This design comes from an exercise in tuning for small area, a short achievable clock period and few clock cycles per item on the open sky130 flow, not from production work. Where RTL was checked, it was by simulation tests only, not by an equivalence proof against the original. No functional check of the RTL was part of runs 4 and 7. Power and IR drop assume default switching activity.

==> flow/flow/run.sh <==
#!/bin/bash
# The standard ORFS flow (the standard.sh, unchanged synthesis), with the
# timing repair after CTS and after global routing asked to keep a setup
# margin, so that it works on the paths that set the achieved period.
set -euo pipefail
bash standard.sh SETUP_SLACK_MARGIN=19.0 finish > run_standard.log 2>&1
==> flow/standard.sh <==
#!/bin/bash
# synth_recipe.tcl (not shown) runs the flow's synth.tcl, then flattens the netlist and writes it again
# the make line also repeats each setting of config.mk as NAME=value (left out here)
make -C /OpenROAD-flow-scripts/flow DESIGN_CONFIG=/design/flow/config.mk WORK_HOME=/design/flow/orfs CLKGATE_MAP_FILE= SYNTH_SCRIPT=/design/flow/synth_recipe.tcl "${@:-finish}"
==> flow/config.mk <==
export PLATFORM = sky130hd
export DESIGN_NAME = fifo_hexdump_top
export DESIGN_NICKNAME = fifo_hexdump_top
export VERILOG_FILES = /design/flow/design.v
export SDC_FILE = /design/flow/constraint.sdc
export NUM_CORES = 8
export LEC_CHECK = 0
export ABC_CLOCK_PERIOD_IN_PS = 5000
export CAP_MARGIN = 20
export CORE_MARGIN = 2
export CORE_UTILIZATION = 62
export CTS_CLUSTER_DIAMETER = 80
export CTS_CLUSTER_SIZE = 28
export PLACE_DENSITY = 0.7
export SLEW_MARGIN = 20
export SYNTH_HIERARCHICAL = 1
export SYNTH_MINIMUM_KEEP_SIZE = 0
==> flow/constraint.sdc <==
create_clock -name core_clock -period 25.0 [get_ports {MCLK}]
set_input_delay 5.0000 -clock core_clock [delete_from_list [all_inputs] [get_ports {MCLK}]]
set_output_delay 5.0000 -clock core_clock [all_outputs]
set_load 0.01 [all_outputs]
==> flow/design.v <==
`default_nettype none
package fifo_hexdump_pkg;
    localparam int BUF_BIT_AW  = 13;                   
    localparam int BUF_BYTE_AW = 10;                   
    localparam logic [7:0] CHAR_CR    = 8'h0D;
    localparam logic [7:0] CHAR_LF    = 8'h0A;
    localparam logic [7:0] CHAR_SPACE = 8'h20;
    localparam logic [3:0] P_IDLE  = 4'd0;             
    localparam logic [3:0] P_TITLE = 4'd1;             
    localparam logic [3:0] P_HI    = 4'd2;             
    localparam logic [3:0] P_LO    = 4'd3;             
    localparam logic [3:0] P_SP    = 4'd4;             
    localparam logic [3:0] P_CR    = 4'd5;             
    localparam logic [3:0] P_LF    = 4'd6;
    localparam logic [3:0] P_CR2   = 4'd7;             
    localparam logic [3:0] P_LF2   = 4'd8;
    localparam logic [3:0] P_DONE  = 4'd9;             
endpackage
`default_nettype wire
`timescale 1ns/1ns
`default_nettype none
module sipo_buffer #(
    parameter int NBYTES = 480
) (
    input  wire                                        MCLK,
    input  wire                                        buf_wr_en_n,
    input  wire  [fifo_hexdump_pkg::BUF_BIT_AW-1:0]    buf_wr_addr,
    input  wire                                        buf_wr_bit,
    input  wire  [fifo_hexdump_pkg::BUF_BYTE_AW-1:0]   rd_addr,
    output logic [7:0]                                 rd_data
);
    localparam int AW = fifo_hexdump_pkg::BUF_BYTE_AW;
    logic [AW-1:0] na;
    assign na = !buf_wr_en_n ? buf_wr_addr[fifo_hexdump_pkg::BUF_BIT_AW-1:3] : rd_addr;
    logic [7:0] p0_n, p1_n, p2_n;    
    logic [7:0] wsel;                
    logic       w_d;
    always_ff @(posedge MCLK) begin
        for (int i = 0; i < 8; i++) begin
            p0_n[i] <= (na[2:0] != 3'(i));
            p1_n[i] <= (na[5:3] != 3'(i));
            p2_n[i] <= (na[9:6] != 4'(i));
            wsel[i] <= !buf_wr_en_n && (buf_wr_addr[2:0] == 3'(7 - i));
        end
        w_d <= buf_wr_bit;
    end
    localparam int NB = (NBYTES + 7) / 8;
    logic [NB-1:0] blk_n;
    for (genvar j = 0; j < NB; j++) begin : g_blk
        assign blk_n[j] = p1_n[j % 8] | p2_n[j / 8];
    end
    logic [NBYTES-1:0] rsel;
    for (genvar r = 0; r < NBYTES; r++) begin : g_sel
        assign rsel[r] = !(p0_n[r % 8] | blk_n[r / 8]);
    end
    logic [8*NBYTES-1:0] store;
    localparam int NG = (NB + 2) / 3;
    logic [3*NG-1:0] gblk;
    always_comb begin
        gblk = '0;
        for (int j = 0; j < NB; j++) gblk[j] = !blk_n[j];
    end
    logic [7:0] lane [8];
    for (genvar i = 0; i < 8; i++) begin : g_lane
        logic [24*NG-1:0] gdat;
        logic [8*NG-1:0]  gy_n;
        always_comb begin
            gdat = '0;
            for (int j = 0; j < NB; j++)
                if (8*j + i < NBYTES) gdat[8*j +: 8] = store[8*(8*j + i) +: 8];
        end
        for (genvar g = 0; g < NG; g++) begin : g_rd
            rd_group u_rd (
                .sel (gblk[3*g +: 3]),
                .d   (gdat[24*g +: 24]),
                .y_n (gy_n[8*g +: 8])
            );
        end
        always_comb begin
            lane[i] = '0;
            for (int g = 0; g < NG; g++) lane[i] = lane[i] | ~gy_n[8*g +: 8];
        end
    end
    always_comb begin
        rd_data = '0;
        for (int i = 0; i < 8; i++) rd_data = rd_data | (lane[i] & {8{!p0_n[i]}});
    end
    logic [7:0] wbyte;
    for (genvar c = 0; c < 8; c++) begin : g_merge
        assign wbyte[c] = wsel[c] ? w_d : rd_data[c];
    end
    for (genvar r = 0; r < NBYTES; r++) begin : g_row
        always_ff @(posedge MCLK) begin
            if (rsel[r]) store[8*r +: 8] <= wbyte;
        end
    end
endmodule
module rd_group (
    input  wire  [2:0]  sel,
    input  wire  [23:0] d,
    output logic [7:0]  y_n
);
    assign y_n = ~((d[7:0] & {8{sel[0]}}) | (d[15:8] & {8{sel[1]}}) | (d[23:16] & {8{sel[2]}}));
endmodule
`default_nettype wire
`timescale 1ns/1ns
`default_nettype none
module text_rom (
    input  wire        boot,
    input  wire  [4:0] idx,
    output logic [7:0] ch
);
    localparam logic [32*8-1:0] BOOT_TITLE = {"BUBBLE MEMORY BOOT LOADER DUMP", 8'h0D, 8'h0A};
    localparam logic [12*8-1:0] USER_TITLE = "USER PAGE 0x";
    always_comb begin
        if (boot) ch = BOOT_TITLE[8*(31 - idx) +: 8];
        else if (idx < 5'd12) ch = USER_TITLE[8*(11 - idx) +: 8];
        else ch = fifo_hexdump_pkg::CHAR_SPACE;
    end
endmodule
`default_nettype wire
`timescale 1ns/1ns
`default_nettype none
module fifo_writer (
    input  wire        MCLK,
    input  wire        rst,
    input  wire        go,           
    input  wire        rel,          
    input  wire  [7:0] ch,           
    input  wire        txe_n,
    output logic       adv,          
    output logic [7:0] fifo_data,
    output logic       wr_n
);
    logic lo2;
    assign adv = !wr_n && !lo2;
    always_ff @(posedge MCLK) begin
        if (rst) begin
            wr_n <= 1'b1;
            lo2  <= 1'b0;
        end else if (!wr_n) begin
            wr_n <= lo2;
            lo2  <= !lo2;
        end else if (go && !rel && !txe_n) begin
            wr_n <= 1'b0;
        end
    end
    always_ff @(posedge MCLK) begin
        fifo_data[6:0] <= ch[6:0];
    end
    assign fifo_data[7] = 1'b0;      
endmodule
`default_nettype wire
`timescale 1ns/1ns
`default_nettype none
module message_sequencer #(
    parameter int BOOT_LINES     = 30,
    parameter int USER_LINES     = 8,
    parameter int BYTES_PER_LINE = 16
) (
    input  wire                                        MCLK,
    input  wire                                        rst,
    input  wire                                        send_boot_n,
    input  wire                                        send_user_n,
    input  wire                                        fifo_en_n,
    input  wire  [11:0]                                rel_page,
    output logic [fifo_hexdump_pkg::BUF_BYTE_AW-1:0]   rd_addr,
    input  wire  [7:0]                                 rd_data,
    input  wire                                        adv,
    output logic                                       go,
    output logic [7:0]                                 ch
);
    localparam int AW         = fifo_hexdump_pkg::BUF_BYTE_AW;
    localparam int BOOT_BYTES = BOOT_LINES * BYTES_PER_LINE;
    localparam int USER_BYTES = USER_LINES * BYTES_PER_LINE;
    localparam int BPL_W      = $clog2(BYTES_PER_LINE);
    logic [3:0]    pos;
    logic          boot;
    logic [4:0]    ti;
    logic [AW-1:0] b;
    assign rd_addr = b;
    logic req, rel;
    assign rel = send_boot_n && send_user_n;
    assign req = !rel && !fifo_en_n;
    logic last_title, line_end, dump_end;
    assign last_title = boot ? (ti == 5'd31) : (ti == 5'd16);
    assign line_end   = (b[BPL_W-1:0] == '0);            
    assign dump_end   = (b == (boot ? AW'(BOOT_BYTES) : AW'(USER_BYTES)));
    always_ff @(posedge MCLK) begin
        if (rst || rel) begin
            pos <= fifo_hexdump_pkg::P_IDLE;
        end else if (pos == fifo_hexdump_pkg::P_IDLE) begin
            if (req) begin
                pos  <= fifo_hexdump_pkg::P_TITLE;
                boot <= !send_boot_n;
                ti   <= '0;
                b    <= '0;
            end
        end else if (adv) begin
            case (pos)
                fifo_hexdump_pkg::P_TITLE: begin
                    ti <= ti + 5'd1;
                    if (last_title) pos <= fifo_hexdump_pkg::P_HI;
                end
                fifo_hexdump_pkg::P_HI: pos <= fifo_hexdump_pkg::P_LO;
                fifo_hexdump_pkg::P_LO: begin
                    b   <= b + AW'(1);                       
                    pos <= fifo_hexdump_pkg::P_SP;
                end
                fifo_hexdump_pkg::P_SP: pos <= line_end ? fifo_hexdump_pkg::P_CR : fifo_hexdump_pkg::P_HI;
                fifo_hexdump_pkg::P_CR:  pos <= fifo_hexdump_pkg::P_LF;
                fifo_hexdump_pkg::P_LF:  pos <= dump_end ? fifo_hexdump_pkg::P_CR2 : fifo_hexdump_pkg::P_HI;
                fifo_hexdump_pkg::P_CR2: pos <= fifo_hexdump_pkg::P_LF2;
                default:                 pos <= fifo_hexdump_pkg::P_DONE;
            endcase
        end
    end
    assign go = (pos == fifo_hexdump_pkg::P_IDLE) ? req : (pos != fifo_hexdump_pkg::P_DONE);
    function automatic logic [7:0] hexc(input logic [3:0] n);
        hexc = (n < 4'd10) ? (8'h30 + {4'h0, n}) : (8'h37 + {4'h0, n});
    endfunction
    logic [7:0] title_ch;
    text_rom u_text_rom (
        .boot (boot),
        .idx  (ti),
        .ch   (title_ch)
    );
    logic [7:0] user_tail;
    always_comb begin
        case (ti)
            5'd12:   user_tail = hexc(rel_page[11:8]);
            5'd13:   user_tail = hexc(rel_page[7:4]);
            5'd14:   user_tail = hexc(rel_page[3:0]);
            5'd15:   user_tail = fifo_hexdump_pkg::CHAR_CR;
            default: user_tail = fifo_hexdump_pkg::CHAR_LF;
        endcase
    end
    always_comb begin
        case (pos)
            fifo_hexdump_pkg::P_IDLE:  ch = send_boot_n ? "U" : "B";         
            fifo_hexdump_pkg::P_TITLE: ch = (boot || ti < 5'd12) ? title_ch : user_tail;
            fifo_hexdump_pkg::P_HI:    ch = hexc(rd_data[7:4]);
            fifo_hexdump_pkg::P_LO:    ch = hexc(rd_data[3:0]);
            fifo_hexdump_pkg::P_SP:    ch = fifo_hexdump_pkg::CHAR_SPACE;
            fifo_hexdump_pkg::P_CR,
            fifo_hexdump_pkg::P_CR2:   ch = fifo_hexdump_pkg::CHAR_CR;
            default:                   ch = fifo_hexdump_pkg::CHAR_LF;
        endcase
    end
endmodule
`default_nettype wire
`timescale 1ns/1ns
`default_nettype none
module fifo_hexdump_top #(
    parameter int BOOT_LINES     = 30,
    parameter int USER_LINES     = 8,
    parameter int BYTES_PER_LINE = 16
) (
    input  wire                                  MCLK,
    input  wire                                  rst,
    input  wire                                  buf_wr_en_n,
    input  wire  [fifo_hexdump_pkg::BUF_BIT_AW-1:0] buf_wr_addr,
    input  wire                                  buf_wr_bit,
    input  wire                                  send_boot_n,
    input  wire                                  send_user_n,
    input  wire  [11:0]                          rel_page,
    input  wire                                  fifo_en_n,
    input  wire                                  txe_n,
    output logic [7:0]                           fifo_data,
    output logic                                 wr_n
);
    localparam int MAX_LINES = (BOOT_LINES > USER_LINES) ? BOOT_LINES : USER_LINES;
    logic [fifo_hexdump_pkg::BUF_BYTE_AW-1:0] rd_addr;
    logic [7:0]                               rd_data;
    logic                                     go;
    logic                                     adv;
    logic [7:0]                               ch;
    sipo_buffer #(
        .NBYTES (MAX_LINES * BYTES_PER_LINE)
    ) u_sipo_buffer (
        .MCLK        (MCLK),
        .buf_wr_en_n (buf_wr_en_n),
        .buf_wr_addr (buf_wr_addr),
        .buf_wr_bit  (buf_wr_bit),
        .rd_addr     (rd_addr),
        .rd_data     (rd_data)
    );
    message_sequencer #(
        .BOOT_LINES     (BOOT_LINES),
        .USER_LINES     (USER_LINES),
        .BYTES_PER_LINE (BYTES_PER_LINE)
    ) u_message_sequencer (
        .MCLK        (MCLK),
        .rst         (rst),
        .send_boot_n (send_boot_n),
        .send_user_n (send_user_n),
        .fifo_en_n   (fifo_en_n),
        .rel_page    (rel_page),
        .rd_addr     (rd_addr),
        .rd_data     (rd_data),
        .adv         (adv),
        .go          (go),
        .ch          (ch)
    );
    fifo_writer u_fifo_writer (
        .MCLK      (MCLK),
        .rst       (rst),
        .go        (go),
        .rel       (send_boot_n && send_user_n),
        .ch        (ch),
        .txe_n     (txe_n),
        .adv       (adv),
        .fifo_data (fifo_data),
        .wr_n      (wr_n)
    );
endmodule
`default_nettype wire
==> impl_metrics.py, run 1 <==
metrics = {
    "drt": {
        "finalWirelength_mm": 381,
        "wl_per_cell_um": 37.6,
        "detail_route.first_pass.iterations": 12,
        "dr_total_vias": 77292,
        "post-route-drc-count": 0,
        "postRouteAntennaNets": 0,
        "post_drt_via_cell_ratio": 7.63,
        "detail_route.iter0.violations": 17564,
    },
    "cells_and_area": {
        "num-nets-final": 7146,
        "finish.utilization_pct": 66.1,
        "fraction_of_layout_instances_using_a_drive_strength_above_1_pct": 8.07,
        "area_growth_syn_to_layout_pct": 6.05,
    },
    "sta": {
        "layout_min_cycle_time_ns": 6.35,
        "unrepaired_setup_endpoints_after_global_routing": "true",
        "maxSlewViolCount": 0,
        "count_of_endpoints_failing_setup_in_the_final_report": 0,
        "final_period_util_pct": 25.4,
        "final.setup.tns_ns": 0,
        "fmax_mhz": 157,
        "timing.final.hold_violations": 0,
        "timing.hold.ws_ns": 0.539,
        "worst_pin_slew_ns": 1.28,
        "max-slew-margin-rel_pct": 14.7,
        "skew_ns": 0.0479,
    },
    "worst_setup_path": {
        "worst-setup-path-type": "flip-flop to output pin",
        "critPathRequiredTime_ns": 20.00,
        "critPathLaunchType": "flip-flop",
        "worst-path-buf-inv": 1,
        "end_of_the_worst_register_to_register_path": "u_sipo_buffer.store[2208]",
        "critPathTopFamily": "flip-flops",
        "slowest_stage": "sky130_fd_sc_hd__dfxtp_4",
        "timing.critical_path.from": "u_fifo_writer.wr_n",
        "worst_ep_arrival_time_ns": 1.35,
        "worst_r2r_startpoint": "u_sipo_buffer.p2_n[3]",
        "reg2reg_setup_slack_ns": 18.86,
        "crit_path_end_kind": "output pin",
        "crit_path_cell_trace": "buf_6",
        "ff2ff_path_depth": 11,
        "cpPeakStageDelay_ns": 0.36,
        "worst-path-max-fanout": 2,
    },
    "grt": {
        "antenna_violations_before_repair": 11,
        "grtUsageTotal_pct": 32.7,
        "grt_pass1_wl_mm": 534,
        "first_global_vias": 72924,
        "pin_count_of_the_biggest_net_entering_global_routing": 270,
        "globalRouteOverflowTotal": 0,
    },
    "flow_run": {
        "max_cap_viol_count": 0,
    },
    "power": {
        "vdd.ir_drop.worst_mv": 0.0735,
        "netSwitchingPower_mw": 2.52,
        "p_sw_share_pct": 22.1,
        "share_clk_of_total_power_pct": 27.5,
        "share_seq_of_total_power_pct": 66.2,
        "leakagePower_nw": 44.7,
        "internal-power_mw": 8.91,
        "power.density_nw_per_um2": 77.1,
        "power.combinational.fraction_pct": 6.3,
    },
    "clocking": {
        "cts.hold.buffers_added": 0,
        "clk_latency_ns": 0.88,
        "cts.sinks": 3902,
        "clk_pin_slew_ns": 0.10,
        "cts-root-buf": "sky130_fd_sc_hd__clkbuf_16",
        "cts_tree": "built",
        "cts_max_level": 4,
        "cts_buffers": 162,
        "ctsLongestPathBuffers": 3,
    },
    "place": {
        "io_buffers": 40,
        "hpwl_mm": 233,
        "routabilityCongestion": 0.938,
    },
    "yosys": {
        "syn_inst": 7205,
        "mappedNetlistNets": 7258,
        "yosysWarnings": 12,
        "mean_area_per_synthesized_cell_um2": 19.4,
        "syn_area_um2": 140000,
    },
    "die": {
        "core-area_um2": 224000,
        "floorplan.rows": 174,
        "io_pins": 42,
        "dieWidth_um": 479,
        "die_h_um": 479,
        "die_area_um2": 229000,
        "initial_core_util_pct": 62.3,
    },
    "status": {
        "status": "finished clean",
    },
    "min_path": {
        "worst_hold_path_type": "flip-flop to flip-flop",
        "min_from": "u_fifo_writer.lo2",
        "worst_hold_path.endpoint": "u_fifo_writer.lo2",
        "holdPathStages": 2,
    },
}
==> area by class of cell <==
cell class	count	area (um2)
Sequential cell	3902	117000
Fill cell	14464	76100
Multi-Input combinational cell	2743	21200
Clock buffer	184	4180
Tap cell	2992	3740
Timing Repair Buffer	177	1640
Inverter	99	447
Clock inverter	22	365
Timing Repair inverter	8	40.0
Antenna cell	5	12.5
==> per-layer routing <==
metal,vias up,part of all wire [%],track usage [%],wire length [um]
met5,-,0.0034,0,13
met4,2,6.3,17.4,24000
met3,768,13,7.99,50900
met2,5946,46,49.2,175000
met1,39404,34,44.8,131000
li1,31172,-,-,-
==> per-stage QoR <==
step / power (mW) / cells / setup slack [ns] / cell area (um2)
4_1_cts: 11.4 / 10109 / 18.61 / 148000
3_5_place_dp: 8.41 / 9896 / 17.71 / 143000
2_1_floorplan: 8.19 / 7205 / 17.32 / 140000
6_report: 11.4 / 10132 / 18.65 / 148000
5_1_grt: 11.7 / 10131 / 18.62 / 148000
3_3_place_gp: 8.38 / 9893 / 17.74 / 143000
==> cell usage in the layout, fill, tap and decap left out, drive strengths merged, types with 8 or more instances in the layout <==
cell type and n:
ha 20, o22ai 9, nand2 47, o21ai 32, inv 92, nand3 25, clkdlybuf4s50 31, or2 62
dfxtp 46, nor3 79, a222oi 1280, nor4 12, nor2b 12, clkinvlp 29, nor2 611, edfxtp 3856
nand2b 8, a21oi 90, o211ai 8, buf 144, clkbuf 185, mux2i 8, a41oi 11, xnor2 13
nand4 323
==> power groups by stage <==
| stage | combinational (mW) | sequential, mW | clock, mW |
|---|---|---|---|
| floorplan | 0.320 | 7.87 | 0 |
| CTS | 0.694 | 7.57 | 3.15 |
| detailed placement | 0.690 | 7.72 | 0 |
| finish | 0.719 | 7.57 | 3.14 |
| global route | 0.756 | 7.58 | 3.36 |
| global placement | 0.657 | 7.72 | 0 |
==> repair_timing <==
action                                   CTS  global route
gates resized for setup                   80            33
endpoints found under the setup margin  2031          1581
pin swaps                                  4            12
cloned                                     6             4
setup buffers                              1             9
==> state kept, by name (all words and copies together) (netlist names) <==
signal,cells
u_fifo_writer.fifo_data,7
u_fifo_writer.lo2,1
u_fifo_writer.wr_n,1
u_message_sequencer.b,10
u_message_sequencer.boot,1
u_message_sequencer.pos,4
u_message_sequencer.ti,5
u_sipo_buffer.p0_n,8
u_sipo_buffer.p1_n,8
u_sipo_buffer.p2_n,8
u_sipo_buffer.store,3840
u_sipo_buffer.w_d,1
u_sipo_buffer.wsel,8
==> how the worst max path moves through the flow <==
stage / cells past startpoint / to / slack [ns]
after floorplan: 9 / u_sipo_buffer.store[1003] / 17.32
after global placement: 4 / u_sipo_buffer.p0_n[3] / 17.74
after detailed placement: 4 / u_sipo_buffer.p0_n[3] / 17.71
after CTS: 1 / wr_n / 18.61
after global routing: 1 / wr_n / 18.62
final: 1 / wr_n / 18.65
Testbench counts, summed over its fixed seeds: cycles 57,008, chars 18,976.
==> inputs of run 2 (changes only) <==
--- a/flow/config.mk
+++ b/flow/config.mk
@@ -9,8 +9,8 @@
 export CAP_MARGIN = 20
 export CORE_MARGIN = 2
-export CORE_UTILIZATION = 62
+export CORE_UTILIZATION = 70
 export CTS_CLUSTER_DIAMETER = 80
 export CTS_CLUSTER_SIZE = 28
-export PLACE_DENSITY = 0.7
+export PLACE_DENSITY = 0.78
 export SLEW_MARGIN = 20
 export SYNTH_HIERARCHICAL = 1
==> impl_metrics.py, run 2 <==
metrics = {
    "place": {
        "routabilityCongestion": 0.947,
        "instance_count_after_placement_with_tap_cells_included": 9543,
        "io_buffers": 40,
        "hpwl_mm": 222,
        "dp_worst_setup_slack_ns": 17.82,
    },
    "cells_and_area": {
        "final_common_cell": "sky130_fd_sc_hd__edfxtp_1",
        "area_growth_syn_to_layout_pct": 5.52,
        "final_cell_mix": "3856 x sky130_fd_sc_hd__edfxtp_1, 1280 x sky130_fd_sc_hd__a222oi_1, 603 x sky130_fd_sc_hd__nor2_1",
        "fraction_of_layout_instances_using_a_drive_strength_above_1_pct": 7.69,
        "layout_top_registers": "u_sipo_buffer.store x3840, u_message_sequencer.b x10",
        "num-nets-final": 7126,
        "fill_cells": 10782,
        "max_flop_register": "u_sipo_buffer.store",
        "largest_register_ff_count": 3840,
        "layout.cells.non_filler": 9773,
    },
    "drt": {
        "detail_route.first_pass.iterations": 14,
        "wl_per_cell_um": 37.5,
        "post-route-drc-count": 0,
        "finalWirelength_mm": 366,
        "dr_total_vias": 77530,
        "postRouteAntennaNets": 0,
        "post_drt_via_cell_ratio": 7.93,
        "detail_route.iter0.violations": 18439,
    },
    "grt": {
        "grt.met3_usage_pct": 8.30,
        "grt_pass1_wl_mm": 515,
        "globalRouteOverflowTotal": 0,
        "groute.layer.met1.usage_pct": 47.8,
        "grtUsageTotal_pct": 35.5,
        "globalRoute.busiestLayer": "met2",
        "first_global_vias": 73177,
        "pin_count_of_the_biggest_net_entering_global_routing": 261,
        "antenna_violations_before_repair": 14,
        "grt.met2_usage_pct": 53.9,
    },
    "power": {
        "netSwitchingPower_mw": 2.49,
        "p_sw_share_pct": 22.0,
        "power.density_nw_per_um2": 76.9,
        "share_seq_of_total_power_pct": 66.7,
        "leakagePower_nw": 44.5,
        "internal-power_mw": 8.86,
        "share_clk_of_total_power_pct": 27.1,
        "vdd.ir_drop.worst_mv": 0.0731,
        "power.combinational.fraction_pct": 6.2,
    },
    "worst_setup_path": {
        "slowest_stage": "sky130_fd_sc_hd__dfxtp_4",
        "crit_path_cell_trace": "buf_6",
        "worst_ep_arrival_time_ns": 1.34,
        "reg2reg_setup_slack_ns": 18.81,
        "cpPeakStageDelay_ns": 0.36,
        "critPathTopFamily": "flip-flops",
        "critPathRequiredTime_ns": 20.00,
        "worst-setup-path-type": "flip-flop to output pin",
        "worst-path-max-fanout": 1,
        "critPathLaunchType": "flip-flop",
        "worst-path-buf-inv": 1,
        "crit_path_end_kind": "output pin",
    },
    "sta": {
        "layout_min_cycle_time_ns": 6.34,
        "final.setup.tns_ns": 0,
        "timing.final.hold_violations": 0,
        "unrepaired_setup_endpoints_after_global_routing": "true",
        "maxSlewViolCount": 0,
        "count_of_endpoints_failing_setup_in_the_final_report": 0,
        "final_period_util_pct": 25.3,
        "finalWorstSetupSlack_ns": 18.66,
        "worst_pin_slew_ns": 1.30,
        "fmax_mhz": 158,
        "skew_ns": 0.0526,
        "max-slew-margin-rel_pct": 13.0,
    },
    "clocking": {
        "cts_buffers": 161,
        "clk_latency_ns": 0.91,
        "cts.hold.buffers_added": 0,
        "cts_tree": "built",
        "cts.sinks": 3902,
        "ctsLongestPathBuffers": 3,
        "cts-root-buf": "sky130_fd_sc_hd__clkbuf_16",
        "cts_max_level": 4,
        "clk_pin_slew_ns": 0.09,
    },
    "flow_run": {
        "max_cap_viol_count": 0,
    },
    "yosys": {
        "mean_area_per_synthesized_cell_um2": 19.4,
        "mappedNetlistNets": 7258,
        "syn_inst": 7205,
        "yosysWarnings": 12,
        "syn_area_um2": 140000,
    },
    "die": {
        "die_area_um2": 203000,
        "core-area_um2": 199000,
        "die_h_um": 451,
        "initial_core_util_pct": 70.2,
        "floorplan.rows": 164,
        "io_pins": 42,
        "dieWidth_um": 451,
    },
    "status": {
        "status": "finished clean",
    },
    "min_path": {
        "worst_hold_path_type": "flip-flop to flip-flop",
    },
}
run 2: power by group through the flow:
stage	logic [mW]	registers (mW)	clock network, mW
floorplan	0.320	7.87	0
global placement	0.628	7.72	0
detailed placement	0.665	7.72	0
CTS	0.667	7.57	3.07
global route	0.737	7.57	3.27
finish	0.703	7.57	3.08
run 2: per-stage QoR:
| step | hold WS [ns] | cell area (um2) | utilization (%) | total power [mW] |
|---|---|---|---|---|
| 6_report | 0.525 | 148000 | 74.1 | 11.4 |
| 2_1_floorplan | 0.480 | 140000 | - | 8.19 |
| 5_1_grt | 0.585 | 148000 | 74.1 | 11.6 |
| 3_5_place_dp | 0.501 | 143000 | 71.6 | 8.38 |
| 4_1_cts | 0.526 | 147000 | 73.9 | 11.3 |
| 3_3_place_gp | 0.500 | 143000 | 71.6 | 8.34 |
run 2: layout make-up:
type	count	area, um2	area share, %
Antenna cell	7	17.5	0.0119
Clock buffer	175	4160	2.82
Clock inverter	25	302	0.204
Inverter	99	449	0.304
Multi-Input combinational cell	2741	21000	14.3
Sequential cell	3902	117000	79.1
Tap cell	2656	3320	2.25
Timing Repair Buffer	158	1500	1.01
Timing Repair inverter	10	55.1	0.0373
run 2: what timing repair did:
action / 4_1_cts / 5_1_grt
cloned: 7 / 4
resized for setup: 70 / 40
pin swaps: 0 / 6
setup buffers: 1 / 8
endpoints found under the setup margin: 1753 / 1280
run 2: final timing paths:
kind                                    from                    endpoint  depth (start not counted)
setup / recovery  u_fifo_writer.fifo_data[6]                fifo_data[6]                          1
hold / removal             u_fifo_writer.lo2           u_fifo_writer.lo2                          2
setup reg to reg       u_sipo_buffer.p1_n[1]  u_fifo_writer.fifo_data[4]                         16
hold reg to reg            u_fifo_writer.lo2           u_fifo_writer.lo2                          2
run 2: worst register-to-register path, delay by kind of cell (launching register included):
kind,cells,cell delay [ns]
AO/OA/AOI/OAI,6,1.54
adder cells (fa/ha/maj),1,0.20
buffers and inverters,3,0.83
flip-flops,1,0.66
AND/OR/NAND/NOR,6,2.88
run 2: layer usage:
| layer | vias up | share of wire [%] |
|---|---|---|
| met1 | 38661 | 32 |
| met4 | 4 | 7.0 |
| met2 | 6841 | 47 |
| li1 | 31130 | - |
| met3 | 894 | 14 |
| met5 | - | 0.0052 |
==> inputs of run 3 (changes only) <==
--- a/flow/config.mk
+++ b/flow/config.mk
@@ -10,6 +10,6 @@
 export CORE_MARGIN = 2
 export CORE_UTILIZATION = 70
-export CTS_CLUSTER_DIAMETER = 80
-export CTS_CLUSTER_SIZE = 28
+export CTS_CLUSTER_DIAMETER = 120
+export CTS_CLUSTER_SIZE = 26
 export PLACE_DENSITY = 0.78
 export SLEW_MARGIN = 20
==> impl_metrics.py, run 3 <==
metrics = {
    "cells_and_area": {
        "fraction_of_layout_instances_using_a_drive_strength_above_1_pct": 7.61,
        "num-nets-final": 7133,
        "final_cell_mix": "3856 x sky130_fd_sc_hd__edfxtp_1, 1280 x sky130_fd_sc_hd__a222oi_1, 605 x sky130_fd_sc_hd__nor2_1",
        "area_growth_syn_to_layout_pct": 5.58,
        "largest_register_ff_count": 3840,
        "fill_cells": 10783,
        "layout_top_registers": "u_sipo_buffer.store x3840, u_message_sequencer.b x10",
        "layout.cells.non_filler": 9775,
        "final_common_cell": "sky130_fd_sc_hd__edfxtp_1",
        "layout.cell_area.non_filler_um2": 148000,
        "finish.utilization_pct": 74.1,
        "max_flop_register": "u_sipo_buffer.store",
    },
    "die": {
        "die_area_um2": 203000,
        "core-area_um2": 199000,
        "initial_core_util_pct": 70.2,
        "floorplan.rows": 164,
        "die_h_um": 451,
        "dieWidth_um": 451,
        "io_pins": 42,
    },
    "grt": {
        "first_global_vias": 73168,
        "grtUsageTotal_pct": 35.4,
        "antenna_violations_before_repair": 11,
        "globalRouteOverflowTotal": 0,
        "pin_count_of_the_biggest_net_entering_global_routing": 261,
        "grt_pass1_wl_mm": 515,
    },
    "drt": {
        "finalWirelength_mm": 365,
        "detail_route.first_pass.iterations": 17,
        "wl_per_cell_um": 37.3,
        "postRouteAntennaNets": 0,
        "dr_total_vias": 77654,
        "post-route-drc-count": 0,
        "detail_route.iter0.violations": 19328,
        "post_drt_via_cell_ratio": 7.94,
    },
    "sta": {
        "final.setup.tns_ns": 0,
        "finalWorstSetupSlack_ns": 18.66,
        "final_period_util_pct": 25.4,
        "timing.hold.ws_ns": 0.527,
        "skew_ns": 0.0474,
        "maxSlewViolCount": 0,
        "unrepaired_setup_endpoints_after_global_routing": "true",
        "max-slew-margin-rel_pct": 14.9,
        "count_of_endpoints_failing_setup_in_the_final_report": 0,
        "worst_pin_slew_ns": 1.27,
        "layout_min_cycle_time_ns": 6.34,
        "timing.final.hold_violations": 0,
        "fmax_mhz": 158,
    },
    "worst_setup_path": {
        "ff2ff_path_depth": 11,
        "reg2reg_setup_slack_ns": 18.72,
        "timing.critical_path.from": "u_fifo_writer.fifo_data[6]",
        "worstSetupEndpoint": "fifo_data[6]",
        "crit_path_end_kind": "output pin",
        "critPathLaunchType": "flip-flop",
        "number_of_cells_on_the_critical_path": 1,
        "worst-setup-path-type": "flip-flop to output pin",
        "crit_path_cell_trace": "buf_6",
        "critPathTopFamily": "flip-flops",
        "worst_ep_arrival_time_ns": 1.34,
        "end_of_the_worst_register_to_register_path": "u_sipo_buffer.store[3581]",
        "worst_r2r_startpoint": "u_sipo_buffer.p1_n[2]",
        "worst-path-max-fanout": 1,
        "slowest_stage": "sky130_fd_sc_hd__dfxtp_4",
        "cpPeakStageDelay_ns": 0.37,
        "worst-path-buf-inv": 1,
        "critPathRequiredTime_ns": 20.00,
    },
    "min_path": {
        "worst_hold_path_type": "flip-flop to flip-flop",
        "holdPathStages": 2,
    },
    "clocking": {
        "cts_tree": "built",
        "cts_buffers": 168,
        "cts-root-buf": "sky130_fd_sc_hd__clkbuf_16",
        "ctsLongestPathBuffers": 3,
        "clk_latency_ns": 0.88,
        "cts_max_level": 4,
        "clk_pin_slew_ns": 0.10,
        "cts.sinks": 3902,
    },
    "yosys": {
        "syn_area_um2": 140000,
        "mean_area_per_synthesized_cell_um2": 19.4,
        "mappedNetlistNets": 7258,
        "syn_inst": 7205,
        "yosysWarnings": 12,
    },
    "place": {
        "cell_area_after_placement_um2": 143000,
        "instance_count_after_placement_with_tap_cells_included": 9543,
        "hpwl_mm": 222,
        "io_buffers": 40,
        "dp_worst_setup_slack_ns": 17.82,
        "routabilityCongestion": 0.947,
    },
    "status": {
        "status": "finished clean",
    },
    "power": {
        "leakagePower_nw": 44.5,
        "vdd.ir_drop.worst_mv": 0.0808,
        "fin_total_pwr_mw": 11.4,
        "power.density_nw_per_um2": 77.1,
    },
    "flow_run": {
        "max_cap_viol_count": 0,
    },
}
==> run 3: power breakdown <==
group	internal, mW	switching [mW]
Combinational	0.0945	0.602
Sequential	7.55	0.0230
Clock	1.28	1.84
==> run 3: worst min-delay path by stage <==
stage / start / end / slack (ns)
after global placement: u_fifo_writer.lo2 / u_fifo_writer.lo2 / 0.50
after detailed placement: u_fifo_writer.lo2 / u_fifo_writer.lo2 / 0.50
final: u_fifo_writer.lo2 / u_fifo_writer.lo2 / 0.53
after global routing: u_fifo_writer.lo2 / u_fifo_writer.lo2 / 0.59
after CTS: u_fifo_writer.lo2 / u_fifo_writer.lo2 / 0.53
after floorplan: u_fifo_writer.lo2 / u_fifo_writer.lo2 / 0.48
==> run 3: cell type report <==
cell class / count / area (um2) / area share, %
Sequential cell: 3902 / 117000 / 79.1
Multi-Input combinational cell: 2741 / 21000 / 14.2
Clock buffer: 191 / 4460 / 3.02
Tap cell: 2656 / 3320 / 2.25
Timing Repair Buffer: 157 / 1460 / 0.990
Inverter: 99 / 449 / 0.304
Clock inverter: 8 / 121 / 0.0822
Timing Repair inverter: 11 / 57.6 / 0.0390
Antenna cell: 10 / 25.0 / 0.0169
==> run 3: routing by layer <==
| metal | wire, um | GRT usage (%) | vias to the layer above |
|---|---|---|---|
| met3 | 53300 | 8.37 | 853 |
| met1 | 117000 | 47.6 | 38721 |
| met2 | 169000 | 53.7 | 6929 |
| li1 | - | - | 31149 |
| met4 | 25300 | 21.1 | 2 |
| met5 | 13 | 0 | - |
==> run 3: repair_timing <==
item                       4_1_cts  5_1_grt
setup endpoints to repair     1753     1274
gates resized for setup         69       34
gates cloned                     6        5
setup buffers                    1        8
pin swaps                        0        6
hold buffers                     0        0
==> inputs of run 4 (changes only) <==
--- a/flow/design.v
+++ b/flow/design.v
@@ -33,21 +33,19 @@
     logic [AW-1:0] na;
     assign na = !buf_wr_en_n ? buf_wr_addr[fifo_hexdump_pkg::BUF_BIT_AW-1:3] : rd_addr;
-    logic [7:0] p0_n, p1_n, p2_n;    
-    logic [7:0] wsel;                
-    logic       w_d;
+    localparam int NB = (NBYTES + 7) / 8;
+    logic [7:0]    p0_n;
+    logic [NB-1:0] blk;
+    logic [7:0]    wsel;             
+    logic          w_d;
     always_ff @(posedge MCLK) begin
         for (int i = 0; i < 8; i++) begin
             p0_n[i] <= (na[2:0] != 3'(i));
-            p1_n[i] <= (na[5:3] != 3'(i));
-            p2_n[i] <= (na[9:6] != 4'(i));
             wsel[i] <= !buf_wr_en_n && (buf_wr_addr[2:0] == 3'(7 - i));
         end
+        for (int j = 0; j < NB; j++) blk[j] <= (na[AW-1:3] == (AW-3)'(j));
         w_d <= buf_wr_bit;
     end
-    localparam int NB = (NBYTES + 7) / 8;
     logic [NB-1:0] blk_n;
-    for (genvar j = 0; j < NB; j++) begin : g_blk
-        assign blk_n[j] = p1_n[j % 8] | p2_n[j / 8];
-    end
+    assign blk_n = ~blk;
     logic [NBYTES-1:0] rsel;
     for (genvar r = 0; r < NBYTES; r++) begin : g_sel
@@ -59,5 +57,5 @@
     always_comb begin
         gblk = '0;
-        for (int j = 0; j < NB; j++) gblk[j] = !blk_n[j];
+        for (int j = 0; j < NB; j++) gblk[j] = blk[j];
     end
     logic [7:0] lane [8];
--- a/flow/config.mk
+++ b/flow/config.mk
@@ -10,6 +10,6 @@
 export CORE_MARGIN = 2
 export CORE_UTILIZATION = 70
-export CTS_CLUSTER_DIAMETER = 120
-export CTS_CLUSTER_SIZE = 26
+export CTS_CLUSTER_DIAMETER = 80
+export CTS_CLUSTER_SIZE = 28
 export PLACE_DENSITY = 0.78
 export SLEW_MARGIN = 20
==> impl_metrics.py, run 4 <==
metrics = {
    "power": {
        "power.combinational.fraction_pct": 5.5,
        "power.density_nw_per_um2": 75.5,
        "internal-power_mw": 8.88,
        "vdd.ir_drop.worst_mv": 0.0916,
        "p_sw_share_pct": 21.3,
        "share_seq_of_total_power_pct": 67.2,
        "leakagePower_nw": 44.7,
        "fin_total_pwr_mw": 11.3,
        "share_clk_of_total_power_pct": 27.3,
        "netSwitchingPower_mw": 2.40,
    },
    "drt": {
        "postRouteAntennaNets": 0,
        "wl_per_cell_um": 34.5,
        "detail_route.first_pass.iterations": 14,
        "post_drt_via_cell_ratio": 7.82,
        "post-route-drc-count": 0,
        "dr_total_vias": 76675,
        "finalWirelength_mm": 339,
        "detail_route.iter0.violations": 17583,
    },
    "grt": {
        "grt_pass1_wl_mm": 492,
        "antenna_violations_before_repair": 13,
        "pin_count_of_the_biggest_net_entering_global_routing": 226,
        "first_global_vias": 71991,
        "grtUsageTotal_pct": 32.7,
        "globalRouteOverflowTotal": 0,
        "globalRoute.busiestLayer": "met2",
        "grt.met2_usage_pct": 50.4,
        "grt.met3_usage_pct": 6.15,
        "groute.layer.met1.usage_pct": 48.5,
    },
    "clocking": {
        "cts.hold.buffers_added": 0,
        "ctsLongestPathBuffers": 3,
        "cts_buffers": 161,
        "cts_tree": "built",
        "cts_max_level": 4,
        "clk_pin_slew_ns": 0.10,
        "cts.sinks": 3946,
        "clk_latency_ns": 0.88,
        "cts-root-buf": "sky130_fd_sc_hd__clkbuf_16",
    },
    "cells_and_area": {
        "layout.cells.non_filler": 9807,
        "layout_top_registers": "u_sipo_buffer.store x3840, u_sipo_buffer.blk x60, u_message_sequencer.b x10",
        "num-nets-final": 7146,
        "final_cell_mix": "3856 x sky130_fd_sc_hd__edfxtp_1, 1280 x sky130_fd_sc_hd__a222oi_1, 491 x sky130_fd_sc_hd__nor2b_1",
        "area_growth_syn_to_layout_pct": 5.68,
        "fraction_of_layout_instances_using_a_drive_strength_above_1_pct": 6.54,
        "largest_register_ff_count": 3840,
        "final_common_cell": "sky130_fd_sc_hd__edfxtp_1",
        "max_flop_register": "u_sipo_buffer.store",
    },
    "worst_setup_path": {
        "worst-setup-path-type": "flip-flop to output pin",
        "worst_ep_arrival_time_ns": 1.31,
        "cpPeakStageDelay_ns": 0.34,
        "worst-path-buf-inv": 1,
        "slowest_stage": "sky130_fd_sc_hd__dfxtp_2",
        "critPathTopFamily": "flip-flops",
        "crit_path_cell_trace": "buf_6",
        "critPathLaunchType": "flip-flop",
        "crit_path_end_kind": "output pin",
        "worst-path-max-fanout": 1,
        "critPathRequiredTime_ns": 20.00,
    },
    "sta": {
        "fmax_mhz": 158,
        "count_of_endpoints_failing_setup_in_the_final_report": 0,
        "final.setup.tns_ns": 0,
        "max-slew-margin-rel_pct": 20.8,
        "final_period_util_pct": 25.2,
        "maxSlewViolCount": 0,
        "unrepaired_setup_endpoints_after_global_routing": "true",
        "timing.final.hold_violations": 0,
        "layout_min_cycle_time_ns": 6.31,
        "skew_ns": 0.0429,
        "worst_pin_slew_ns": 1.18,
    },
    "min_path": {
        "worst_hold_path_type": "flip-flop to flip-flop",
    },
    "die": {
        "io_pins": 42,
        "dieWidth_um": 454,
        "die_area_um2": 206000,
        "core-area_um2": 200000,
        "die_h_um": 454,
        "initial_core_util_pct": 70.6,
        "floorplan.rows": 164,
    },
    "yosys": {
        "mappedNetlistNets": 7200,
        "mean_area_per_synthesized_cell_um2": 19.8,
        "yosysWarnings": 12,
        "syn_inst": 7147,
        "syn_area_um2": 141000,
    },
    "place": {
        "hpwl_mm": 203,
        "instance_count_after_placement_with_tap_cells_included": 9580,
        "routabilityCongestion": 0.906,
        "io_buffers": 40,
    },
    "status": {
        "status": "finished clean",
    },
    "flow_run": {
        "max_cap_viol_count": 0,
    },
}
run 4: final timing paths:
path                               from                        end  slack [ns]  depth (start not counted)
max          u_fifo_writer.fifo_data[1]               fifo_data[1]       18.69                          1
min                   u_fifo_writer.lo2          u_fifo_writer.lo2        0.53                          2
max reg2reg       u_sipo_buffer.blk[37]  u_sipo_buffer.store[1624]       19.06                         10
min reg2reg           u_fifo_writer.lo2          u_fifo_writer.lo2        0.53                          2
run 4: what timing repair did:
| item | CTS | global route |
|---|---|---|
| setup buffers | 1 | 2 |
| cloned | 1 | 0 |
| pin swaps | 2 | 1 |
| endpoints found under the setup margin | 433 | 345 |
| resized for setup | 55 | 10 |
run 4: final cells by class:
type | count | area [um2]
inverter | 46 | 173
timing repair buffer | 189 | 1750
tap | 2656 | 3320
antenna | 6 | 15.0
sequential | 3946 | 118000
clock inverter | 14 | 155
fill | 11020 | 50800
clock buffer | 201 | 4300
multi-input combinational | 2749 | 22000
run 4: metrics by stage:
stage	instance area, um2	util [%]	setup slack, ns	hold slack [ns]
floorplan	142000	-	17.91	0.480
global placement	145000	72.3	17.73	0.508
detailed placement	145000	72.3	17.69	0.510
CTS	149000	74.6	18.64	0.533
global route	149000	74.6	18.65	0.614
finish	149000	74.6	18.69	0.529
run 4: metal layers:
metal | routed length [um] | vias up | part of all wire [%]
met3 | 44500 | 566 | 13
met5 | 127 | - | 0.037
met4 | 12200 | 12 | 3.6
met2 | 161000 | 5984 | 47
li1 | - | 31252 | -
met1 | 121000 | 38861 | 36
run 4: power groups by stage:
stage	Sequential, mW	Clock, mW	Combinational [mW]
final	7.58	3.08	0.620
after global routing	7.59	3.29	0.661
after CTS	7.58	3.09	0.608
after detailed placement	7.73	0	0.605
after global placement	7.73	0	0.570
after floorplan	7.87	0	0.289
run 4: worst reg2reg max path, delay by kind of cell (launching register included):
family	cells	cell delay, ns
AOI/OAI and AO/OA	3	1.40
DFF	1	0.50
and+or+nand+nor	3	1.79
buffers and inverters	4	1.80
==> inputs of run 5 (changes only) <==
--- a/flow/design.v
+++ b/flow/design.v
@@ -33,19 +33,21 @@
     logic [AW-1:0] na;
     assign na = !buf_wr_en_n ? buf_wr_addr[fifo_hexdump_pkg::BUF_BIT_AW-1:3] : rd_addr;
-    localparam int NB = (NBYTES + 7) / 8;
-    logic [7:0]    p0_n;
-    logic [NB-1:0] blk;
-    logic [7:0]    wsel;             
-    logic          w_d;
+    logic [7:0] p0_n, p1_n, p2_n;    
+    logic [7:0] wsel;                
+    logic       w_d;
     always_ff @(posedge MCLK) begin
         for (int i = 0; i < 8; i++) begin
             p0_n[i] <= (na[2:0] != 3'(i));
+            p1_n[i] <= (na[5:3] != 3'(i));
+            p2_n[i] <= (na[9:6] != 4'(i));
             wsel[i] <= !buf_wr_en_n && (buf_wr_addr[2:0] == 3'(7 - i));
         end
-        for (int j = 0; j < NB; j++) blk[j] <= (na[AW-1:3] == (AW-3)'(j));
         w_d <= buf_wr_bit;
     end
+    localparam int NB = (NBYTES + 7) / 8;
     logic [NB-1:0] blk_n;
-    assign blk_n = ~blk;
+    for (genvar j = 0; j < NB; j++) begin : g_blk
+        assign blk_n[j] = p1_n[j % 8] | p2_n[j / 8];
+    end
     logic [NBYTES-1:0] rsel;
     for (genvar r = 0; r < NBYTES; r++) begin : g_sel
@@ -57,5 +59,5 @@
     always_comb begin
         gblk = '0;
-        for (int j = 0; j < NB; j++) gblk[j] = blk[j];
+        for (int j = 0; j < NB; j++) gblk[j] = !blk_n[j];
     end
     logic [7:0] lane [8];
@@ -88,10 +90,29 @@
         assign wbyte[c] = wsel[c] ? w_d : rd_data[c];
     end
+    logic [NBYTES-1:0] hold;
+    row_hold #(
+        .NBYTES (NBYTES)
+    ) u_hold (
+        .p0    (~p0_n),
+        .blk   (gblk[NB-1:0]),
+        .hold  (hold)
+    );
     for (genvar r = 0; r < NBYTES; r++) begin : g_row
         always_ff @(posedge MCLK) begin
-            if (rsel[r]) store[8*r +: 8] <= wbyte;
+            store[8*r +: 8] <= (wbyte & {8{rsel[r]}}) | (store[8*r +: 8] & {8{hold[r]}});
         end
     end
 endmodule
+module row_hold #(
+    parameter int NBYTES = 480
+) (
+    input  wire  [7:0]                    p0,
+    input  wire  [(NBYTES + 7) / 8 - 1:0] blk,
+    output logic [NBYTES-1:0]             hold
+);
+    for (genvar r = 0; r < NBYTES; r++) begin : g_hold
+        assign hold[r] = !(p0[r % 8] & blk[r / 8]);
+    end
+endmodule
 module rd_group (
     input  wire  [2:0]  sel,
==> impl_metrics.py, run 5 <==
metrics = {
    "cells_and_area": {
        "num-nets-final": 15340,
        "fraction_of_layout_instances_using_a_drive_strength_above_1_pct": 4.03,
        "finish.utilization_pct": 72.2,
        "max_flop_register": "u_sipo_buffer.store",
        "fill_cells": 15411,
        "largest_register_ff_count": 3840,
        "final_cell_mix": "4864 x sky130_fd_sc_hd__nand2_1, 3867 x sky130_fd_sc_hd__dfxtp_1, 2265 x sky130_fd_sc_hd__o21ai_0",
        "area_growth_syn_to_layout_pct": 2.59,
        "final_common_cell": "sky130_fd_sc_hd__nand2_1",
        "layout_top_registers": "u_sipo_buffer.store x3840, u_message_sequencer.b x10",
        "layout.cells.non_filler": 18008,
    },
    "drt": {
        "dr_total_vias": 127024,
        "detail_route.iter0.violations": 27601,
        "finalWirelength_mm": 470,
        "postRouteAntennaNets": 0,
        "wl_per_cell_um": 26.1,
        "detail_route.first_pass.iterations": 15,
        "post-route-drc-count": 0,
        "post_drt_via_cell_ratio": 7.05,
    },
    "status": {
        "status": "finished clean",
    },
    "grt": {
        "grtUsageTotal_pct": 43.0,
        "pin_count_of_the_biggest_net_entering_global_routing": 226,
        "antenna_violations_before_repair": 26,
        "first_global_vias": 113096,
        "globalRouteOverflowTotal": 0,
        "grt_pass1_wl_mm": 695,
    },
    "place": {
        "routabilityCongestion": 0.998,
        "hpwl_mm": 293,
        "instance_count_after_placement_with_tap_cells_included": 17733,
        "io_buffers": 40,
    },
    "sta": {
        "skew_ns": 0.0476,
        "count_of_endpoints_failing_setup_in_the_final_report": 0,
        "unrepaired_setup_endpoints_after_global_routing": "true",
        "timing.hold.ws_ns": 0.462,
        "timing.final.hold_violations": 0,
        "final.setup.tns_ns": 0,
        "fmax_mhz": 158,
        "maxSlewViolCount": 0,
        "max-slew-margin-rel_pct": 16.9,
        "layout_min_cycle_time_ns": 6.32,
        "final_period_util_pct": 25.3,
        "worst_pin_slew_ns": 1.25,
    },
    "power": {
        "fin_total_pwr_mw": 9.70,
        "power.density_nw_per_um2": 66.3,
        "share_clk_of_total_power_pct": 33.0,
        "internal-power_mw": 7.58,
        "power.combinational.fraction_pct": 2.2,
        "vdd.ir_drop.worst_mv": 0.0859,
        "leakagePower_nw": 46.0,
        "share_seq_of_total_power_pct": 64.8,
        "netSwitchingPower_mw": 2.11,
        "p_sw_share_pct": 21.8,
    },
    "min_path": {
        "holdPathStages": 2,
        "worst_hold_path_type": "flip-flop to flip-flop",
        "worst_hold_path.endpoint": "u_sipo_buffer.store[3050]",
        "min_from": "u_sipo_buffer.store[3050]",
    },
    "worst_setup_path": {
        "worst-setup-path-type": "flip-flop to output pin",
        "reg2reg_setup_slack_ns": 18.79,
        "worst-path-max-fanout": 2,
        "crit_path_cell_trace": "buf_6",
        "critPathTopFamily": "flip-flops",
        "slowest_stage": "sky130_fd_sc_hd__dfxtp_2",
        "worst_r2r_startpoint": "u_sipo_buffer.p2_n[6]",
        "worst_ep_arrival_time_ns": 1.32,
        "critPathRequiredTime_ns": 20.00,
        "crit_path_end_kind": "output pin",
        "end_of_the_worst_register_to_register_path": "u_sipo_buffer.store[2030]",
        "cpPeakStageDelay_ns": 0.34,
        "worst-path-buf-inv": 1,
        "timing.critical_path.from": "u_fifo_writer.wr_n",
        "ff2ff_path_depth": 14,
        "critPathLaunchType": "flip-flop",
    },
    "yosys": {
        "syn_inst": 16290,
        "mappedNetlistNets": 16343,
        "syn_area_um2": 142000,
        "yosysWarnings": 12,
        "mean_area_per_synthesized_cell_um2": 8.75,
    },
    "die": {
        "floorplan.rows": 165,
        "die_area_um2": 207000,
        "initial_core_util_pct": 70.4,
        "die_h_um": 455,
        "core-area_um2": 202000,
        "io_pins": 42,
        "dieWidth_um": 455,
    },
    "clocking": {
        "cts_buffers": 160,
        "cts.hold.buffers_added": 0,
        "clk_latency_ns": 0.89,
        "ctsLongestPathBuffers": 3,
        "cts_max_level": 4,
        "clk_pin_slew_ns": 0.10,
        "cts_tree": "built",
        "cts.sinks": 3902,
        "cts-root-buf": "sky130_fd_sc_hd__clkbuf_16",
    },
    "flow_run": {
        "max_cap_viol_count": 0,
    },
}
[run 5: power by group through the flow]
stage | Combinational (mW) | Clock [mW] | Sequential [mW]
floorplan | 0.152 | 0 | 6.41
global placement | 0.183 | 0 | 6.42
finish | 0.215 | 3.20 | 6.28
global route | 0.224 | 3.41 | 6.29
detailed placement | 0.187 | 0 | 6.42
CTS | 0.202 | 3.19 | 6.28
[run 5: per-stage QoR]
step | setup WS (ns) | area [um2]
after floorplan | 19.00 | 143000
after global placement | 15.86 | 140000
after detailed placement | 15.73 | 140000
after CTS | 18.65 | 146000
after global routing | 18.64 | 146000
final | 18.68 | 146000
[run 5: worst max-delay path by stage]
| stage | to | cells past startpoint |
|---|---|---|
| 2_1_floorplan | u_message_sequencer.ti[0] | 3 |
| 3_3_place_gp | u_sipo_buffer.store[552] | 14 |
| 3_5_place_dp | u_sipo_buffer.store[1880] | 14 |
| 4_1_cts | wr_n | 1 |
| 5_1_grt | wr_n | 1 |
| 6_report | wr_n | 1 |
[run 5: layer usage]
layer	track usage (%)	up-vias	routed length (um)
met3	11.1	1424	66500
met5	0	-	80
met1	58.3	59769	176000
met4	21.9	10	27000
li1	-	56161	-
met2	63.6	9660	201000
[run 5: repair_timing]
| action | CTS | global route |
|---|---|---|
| buffers inserted | 19 | 17 |
| endpoints found under the setup margin | 3465 | 1330 |
| pin swaps | 27 | 17 |
| cloned | 20 | 5 |
| gates resized for setup | 154 | 23 |
[run 5: cell type report]
type / instances / area [um2] / share of cell area [%]
Clock buffer: 179 / 4350 / 2.98
Tap cell: 2672 / 3340 / 2.29
Clock inverter: 17 / 221 / 0.152
Timing Repair Buffer: 255 / 2770 / 1.89
Antenna cell: 15 / 37.5 / 0.0257
Multi-Input combinational cell: 10918 / 56900 / 39.0
Inverter: 50 / 208 / 0.142
Sequential cell: 3902 / 78300 / 53.6
Testbench counts of run 5, summed over its fixed seeds: cycles 57,008, chars 18,976.
==> inputs of run 6 (changes only) <==
--- a/flow/config.mk
+++ b/flow/config.mk
@@ -9,8 +9,8 @@
 export CAP_MARGIN = 20
 export CORE_MARGIN = 2
-export CORE_UTILIZATION = 70
+export CORE_UTILIZATION = 60
 export CTS_CLUSTER_DIAMETER = 80
 export CTS_CLUSTER_SIZE = 28
-export PLACE_DENSITY = 0.78
+export PLACE_DENSITY = 0.68
 export SLEW_MARGIN = 20
 export SYNTH_HIERARCHICAL = 1
==> impl_metrics.py, run 6 <==
metrics = {
    "power": {
        "vdd.ir_drop.worst_mv": 0.0805,
        "power.density_nw_per_um2": 66.9,
        "share_seq_of_total_power_pct": 64.1,
        "power.combinational.fraction_pct": 2.1,
        "fin_total_pwr_mw": 9.81,
        "leakagePower_nw": 45.8,
        "p_sw_share_pct": 22.2,
        "netSwitchingPower_mw": 2.17,
        "internal-power_mw": 7.63,
        "share_clk_of_total_power_pct": 33.8,
    },
    "drt": {
        "postRouteAntennaNets": 0,
        "detail_route.iter0.violations": 23444,
        "finalWirelength_mm": 469,
        "dr_total_vias": 124327,
        "post_drt_via_cell_ratio": 6.73,
        "detail_route.first_pass.iterations": 13,
        "post-route-drc-count": 0,
        "wl_per_cell_um": 25.4,
    },
    "clocking": {
        "cts_max_level": 4,
        "cts_buffers": 165,
        "cts.sinks": 3902,
        "ctsLongestPathBuffers": 3,
        "clk_pin_slew_ns": 0.11,
        "cts-root-buf": "sky130_fd_sc_hd__clkbuf_16",
        "cts_tree": "built",
        "clk_latency_ns": 0.88,
    },
    "worst_setup_path": {
        "critPathRequiredTime_ns": 20.00,
        "critPathTopFamily": "flip-flops",
        "worst-setup-path-type": "flip-flop to output pin",
        "worst-path-buf-inv": 1,
        "worst-path-max-fanout": 2,
        "ff2ff_path_depth": 12,
        "crit_path_cell_trace": "buf_6",
        "worst_ep_arrival_time_ns": 1.33,
        "number_of_cells_on_the_critical_path": 1,
        "crit_path_end_kind": "output pin",
        "critPathLaunchType": "flip-flop",
        "slowest_stage": "sky130_fd_sc_hd__dfxtp_2",
        "cpPeakStageDelay_ns": 0.34,
    },
    "die": {
        "initial_core_util_pct": 60.5,
        "die_area_um2": 241000,
        "core-area_um2": 236000,
        "io_pins": 42,
        "floorplan.rows": 178,
        "die_h_um": 491,
        "dieWidth_um": 491,
    },
    "grt": {
        "pin_count_of_the_biggest_net_entering_global_routing": 208,
        "grt_pass1_wl_mm": 702,
        "grtUsageTotal_pct": 36.9,
        "antenna_violations_before_repair": 16,
        "first_global_vias": 111521,
        "globalRouteOverflowTotal": 0,
    },
    "sta": {
        "layout_min_cycle_time_ns": 6.33,
        "skew_ns": 0.0409,
        "unrepaired_setup_endpoints_after_global_routing": "true",
        "timing.final.hold_violations": 0,
        "timing.hold.ws_ns": 0.462,
        "count_of_endpoints_failing_setup_in_the_final_report": 0,
        "worst_pin_slew_ns": 1.31,
        "final_period_util_pct": 25.3,
        "fmax_mhz": 158,
        "final.setup.tns_ns": 0,
        "maxSlewViolCount": 0,
        "max-slew-margin-rel_pct": 12.6,
    },
    "cells_and_area": {
        "finish.utilization_pct": 62.2,
        "num-nets-final": 15311,
        "final_common_cell": "sky130_fd_sc_hd__nand2_1",
        "final_cell_mix": "4864 x sky130_fd_sc_hd__nand2_1, 3864 x sky130_fd_sc_hd__dfxtp_1, 2264 x sky130_fd_sc_hd__o21ai_0",
        "layout_top_registers": "u_sipo_buffer.store x3840, u_message_sequencer.b x10",
        "largest_register_ff_count": 3840,
        "fill_cells": 20273,
        "max_flop_register": "u_sipo_buffer.store",
        "layout.cells.non_filler": 18486,
        "area_growth_syn_to_layout_pct": 2.93,
        "fraction_of_layout_instances_using_a_drive_strength_above_1_pct": 4.05,
    },
    "min_path": {
        "holdPathStages": 2,
        "worst_hold_path_type": "flip-flop to flip-flop",
    },
    "yosys": {
        "syn_area_um2": 142000,
        "mean_area_per_synthesized_cell_um2": 8.75,
        "syn_inst": 16290,
        "yosysWarnings": 12,
        "mappedNetlistNets": 16343,
    },
    "place": {
        "routabilityCongestion": 0.933,
        "io_buffers": 40,
        "instance_count_after_placement_with_tap_cells_included": 18211,
        "hpwl_mm": 297,
    },
    "flow_run": {
        "max_cap_viol_count": 0,
    },
    "status": {
        "status": "finished clean",
    },
}
run 6: what timing repair did:
item	in CTS	in global routing
gates cloned	14	3
resized for setup	156	29
pin swaps	18	12
setup endpoints to repair	3447	1372
hold buffers	0	0
buffers inserted	7	6
run 6: area by class of cell:
class,count,area (um2),area share (%)
repair buffers,224,2310,1.58
inverters,50,208,0.142
well taps,3150,3940,2.69
multi-input cells,10915,56900,38.8
clock buffers,188,4400,3.00
clock inverters,47,529,0.361
flip-flops and latches,3902,78300,53.4
diodes,10,25.0,0.0171
run 6: stage by stage:
step | setup slack, ns | area [um2]
global placement | 16.32 | 141000
global route | 18.62 | 147000
floorplan | 19.00 | 143000
finish | 18.67 | 147000
CTS | 18.62 | 146000
detailed placement | 16.77 | 141000
run 6: power groups by stage:
stage | logic (mW) | clock network (mW) | registers (mW)
6_report | 0.207 | 3.32 | 6.28
5_1_grt | 0.219 | 3.56 | 6.29
4_1_cts | 0.199 | 3.34 | 6.28
3_5_place_dp | 0.189 | 0 | 6.42
3_3_place_gp | 0.186 | 0 | 6.42
2_1_floorplan | 0.152 | 0 | 6.41
run 6: path summary, 6_finish.rpt:
| path | start | endpoint | slack, ns |
|---|---|---|---|
| worst max-delay path | u_fifo_writer.wr_n | wr_n | 18.67 |
| worst min-delay path | u_sipo_buffer.store[2875] | u_sipo_buffer.store[2875] | 0.46 |
| worst max register to register | u_sipo_buffer.p2_n[4] | u_sipo_buffer.store[1814] | 18.89 |
| worst min register to register | u_sipo_buffer.store[2875] | u_sipo_buffer.store[2875] | 0.46 |
run 6: layer usage:
metal  vias up  global-route usage, %  share of wire, %
met3       863                   6.50                12
met1     59753                   52.8                41
met5         -                      0             0.013
li1      56155                      -                 -
met4        10                   14.2               4.1
met2      7546                   55.4                43
==> inputs of run 7 (changes only) <==
--- a/flow/design.v
+++ b/flow/design.v
@@ -50,8 +50,4 @@
         assign blk_n[j] = p1_n[j % 8] | p2_n[j / 8];
     end
-    logic [NBYTES-1:0] rsel;
-    for (genvar r = 0; r < NBYTES; r++) begin : g_sel
-        assign rsel[r] = !(p0_n[r % 8] | blk_n[r / 8]);
-    end
     logic [8*NBYTES-1:0] store;
     localparam int NG = (NB + 2) / 3;
@@ -91,28 +87,60 @@
     end
     logic [NBYTES-1:0] hold;
-    row_hold #(
-        .NBYTES (NBYTES)
-    ) u_hold (
-        .p0    (~p0_n),
-        .blk   (gblk[NB-1:0]),
-        .hold  (hold)
-    );
+    for (genvar r = 0; r < NBYTES; r++) begin : g_hold
+        assign hold[r] = !(!p0_n[r % 8] & gblk[r / 8]);
+    end
+    logic [7:0]          wbyte_n;
+    logic [8*NBYTES-1:0] store_d;
+    assign wbyte_n = ~wbyte;
     for (genvar r = 0; r < NBYTES; r++) begin : g_row
+        row_next u_next (
+            .q      (store[8*r +: 8]),
+            .sel_n  (hold[r]),
+            .hold   (hold[r]),
+            .w_n    (wbyte_n),
+            .d      (store_d[8*r +: 8])
+        );
         always_ff @(posedge MCLK) begin
-            store[8*r +: 8] <= (wbyte & {8{rsel[r]}}) | (store[8*r +: 8] & {8{hold[r]}});
+            store[8*r +: 8] <= store_d[8*r +: 8];
         end
     end
 endmodule
-module row_hold #(
-    parameter int NBYTES = 480
-) (
-    input  wire  [7:0]                    p0,
-    input  wire  [(NBYTES + 7) / 8 - 1:0] blk,
-    output logic [NBYTES-1:0]             hold
+module row_next (
+    input  wire  [7:0] q,
+    input  wire        sel_n,
+    input  wire        hold,
+    input  wire  [7:0] w_n,
+    output logic [7:0] d
 );
-    for (genvar r = 0; r < NBYTES; r++) begin : g_hold
-        assign hold[r] = !(p0[r % 8] & blk[r / 8]);
+    logic [7:0] kept_n;
+    for (genvar c = 0; c < 8; c++) begin : g_bit
+        nand2_cell u_keep (
+            .a (q[c]),
+            .b (hold),
+            .y (kept_n[c])
+        );
+        oai21_cell u_next (
+            .a1 (w_n[c]),
+            .a2 (sel_n),
+            .b1 (kept_n[c]),
+            .y  (d[c])
+        );
     end
 endmodule
+module nand2_cell (
+    input  wire  a,
+    input  wire  b,
+    output logic y
+);
+    assign y = !(a && b);
+endmodule
+module oai21_cell (
+    input  wire  a1,
+    input  wire  a2,
+    input  wire  b1,
+    output logic y
+);
+    assign y = !((a1 || a2) && b1);
+endmodule
 module rd_group (
     input  wire  [2:0]  sel,
==> impl_metrics.py, run 7 <==
metrics = {
    "die": {
        "die_area_um2": 231000,
        "floorplan.rows": 174,
        "initial_core_util_pct": 60.5,
        "core-area_um2": 225000,
        "io_pins": 42,
        "die_h_um": 480,
        "dieWidth_um": 480,
    },
    "yosys": {
        "mappedNetlistNets": 14926,
        "yosysWarnings": 12,
        "syn_area_um2": 136000,
        "mean_area_per_synthesized_cell_um2": 9.15,
        "syn_inst": 14873,
    },
    "sta": {
        "skew_ns": 0.0389,
        "layout_min_cycle_time_ns": 6.41,
        "maxSlewViolCount": 0,
        "unrepaired_setup_endpoints_after_global_routing": "true",
        "fmax_mhz": 156,
        "final_period_util_pct": 25.7,
        "count_of_endpoints_failing_setup_in_the_final_report": 0,
        "final.setup.tns_ns": 0,
        "timing.final.hold_violations": 0,
        "finalWorstSetupSlack_ns": 18.59,
        "max-slew-margin-rel_pct": 18.9,
        "worst_pin_slew_ns": 1.22,
    },
    "clocking": {
        "ctsLongestPathBuffers": 3,
        "clk_latency_ns": 0.89,
        "cts-root-buf": "sky130_fd_sc_hd__clkbuf_16",
        "cts.sinks": 3902,
        "cts.hold.buffers_added": 0,
        "clk_pin_slew_ns": 0.11,
        "cts_tree": "built",
        "cts_max_level": 4,
        "cts_buffers": 163,
    },
    "cells_and_area": {
        "num-nets-final": 14865,
        "area_growth_syn_to_layout_pct": 7.50,
        "fraction_of_layout_instances_using_a_drive_strength_above_1_pct": 4.41,
        "final_cell_mix": "3885 x sky130_fd_sc_hd__nand2_1, 3854 x sky130_fd_sc_hd__dfxtp_1, 3848 x sky130_fd_sc_hd__o21ai_1",
        "final_common_cell": "sky130_fd_sc_hd__nand2_1",
        "fill_cells": 18712,
        "max_flop_register": "u_sipo_buffer.store",
        "layout.cells.non_filler": 17877,
        "largest_register_ff_count": 3840,
        "layout_top_registers": "u_sipo_buffer.store x3840, u_message_sequencer.b x10",
    },
    "worst_setup_path": {
        "crit_path_end_kind": "output pin",
        "critPathRequiredTime_ns": 20.00,
        "cpPeakStageDelay_ns": 0.42,
        "worst-path-buf-inv": 1,
        "worst_r2r_startpoint": "u_sipo_buffer.p2_n[0]",
        "worst-path-max-fanout": 1,
        "slowest_stage": "sky130_fd_sc_hd__dfxtp_4",
        "end_of_the_worst_register_to_register_path": "u_sipo_buffer.store[3063]",
        "crit_path_cell_trace": "buf_6",
        "worst-setup-path-type": "flip-flop to output pin",
        "worst_ep_arrival_time_ns": 1.41,
        "reg2reg_setup_slack_ns": 18.87,
        "critPathTopFamily": "flip-flops",
        "ff2ff_path_depth": 13,
        "critPathLaunchType": "flip-flop",
    },
    "grt": {
        "first_global_vias": 112206,
        "grtUsageTotal_pct": 39.5,
        "pin_count_of_the_biggest_net_entering_global_routing": 205,
        "antenna_violations_before_repair": 29,
        "grt_pass1_wl_mm": 703,
        "globalRouteOverflowTotal": 0,
    },
    "flow_run": {
        "max_cap_viol_count": 0,
    },
    "drt": {
        "post_drt_via_cell_ratio": 6.82,
        "post-route-drc-count": 0,
        "wl_per_cell_um": 26.8,
        "finalWirelength_mm": 479,
        "detail_route.first_pass.iterations": 13,
        "dr_total_vias": 121913,
        "detail_route.iter0.violations": 23173,
        "postRouteAntennaNets": 0,
    },
    "status": {
        "status": "finished clean",
    },
    "place": {
        "dp_worst_setup_slack_ns": 16.82,
        "hpwl_mm": 286,
        "io_buffers": 40,
        "instance_count_after_placement_with_tap_cells_included": 17587,
        "routabilityCongestion": 0.891,
    },
    "power": {
        "fin_total_pwr_mw": 9.79,
        "vdd.ir_drop.worst_mv": 0.0635,
        "leakagePower_nw": 45.0,
        "power.density_nw_per_um2": 66.9,
    },
    "min_path": {
        "holdPathStages": 2,
        "worst_hold_path_type": "flip-flop to flip-flop",
        "min_from": "u_sipo_buffer.store[1097]",
        "worst_hold_path.endpoint": "u_sipo_buffer.store[1097]",
    },
}
-- run 7: changes by cell type in the layout (fill, tap and decap cells not counted), sizes merged, moves of 8 or more --
cell | previous run | this run
nor2 | 181 | 190
buf | 187 | 231
diode | 10 | 22
clkinv | 18 | 9
a41o | 0 | 24
or3 | 5 | 489
inv | 67 | 49
a31o | 24 | 2
nand2 | 4865 | 3887
a211oi | 12 | 4
-- run 7: repair_timing --
action / 4_1_cts / 5_1_grt
gates resized for setup: 158 / 60
setup endpoints to repair: 3523 / 1967
buffers inserted: 19 / 10
pin swaps: 23 / 15
gates cloned: 21 / 0
-- run 7: metrics by stage --
stage          instance area [um2]  utilization [%]  hold slack, ns
2_1_floorplan               136000                -           0.434
3_3_place_gp                140000             62.2           0.442
3_5_place_dp                140000             62.2           0.449
4_1_cts                     146000             64.8           0.464
5_1_grt                     146000             65.0           0.477
6_report                    146000             65.0           0.463
-- run 7: per-layer routing --
| layer | global-route usage, % | part of all wire [%] | up-vias |
|---|---|---|---|
| li1 | - | - | 55240 |
| met1 | 51.2 | 38 | 57745 |
| met2 | 61.3 | 44 | 7699 |
| met3 | 8.54 | 12 | 1215 |
| met4 | 22.2 | 5.6 | 14 |
| met5 | 0 | 0.018 | - |
-- run 7: where the power goes --
group | switching (mW) | internal (mW) | total [mW] | leakage, nW
combinational | 0.190 | 0.0518 | 0.241 | 11.2
sequential | 0.0362 | 6.25 | 6.29 | 31.5
clock | 1.94 | 1.32 | 3.26 | 2.34
total | 2.17 | 7.62 | 9.79 | 45.0
-- run 7: how the worst max path moves through the flow --
stage                               startpoint                          to  slack (ns)  cells past startpoint
global route        u_fifo_writer.fifo_data[2]                fifo_data[2]       18.56                      1
global placement         u_sipo_buffer.p1_n[7]   u_sipo_buffer.store[2347]       16.95                     14
floorplan                          rel_page[8]  u_fifo_writer.fifo_data[1]       18.89                      6
detailed placement       u_sipo_buffer.p1_n[7]   u_sipo_buffer.store[2835]       16.82                     14
CTS                 u_fifo_writer.fifo_data[2]                fifo_data[2]       18.55                      1
finish              u_fifo_writer.fifo_data[0]                fifo_data[0]       18.59                      1
-- run 7: final cells by class --
class                      instances  area [um2]  area share, %
sequential                      3902       78400           53.6
clock inverter                    25         310          0.212
multi-input combinational      10437       56400           38.6
antenna                           22        55.1         0.0376
inverter                          37         139         0.0949
clock buffer                     191        4460           3.05
tap                             2992        3740           2.56
timing repair buffer             271        2810           1.92

Setup slack of run 7, layout unchanged: 18.586 ns with ideal ports, 18.493 ns with driving cells assumed (clock clkbuf_16, inputs buf_2), 18.155 ns with port delays also shifted by the 0.962 ns mid clock arrival.
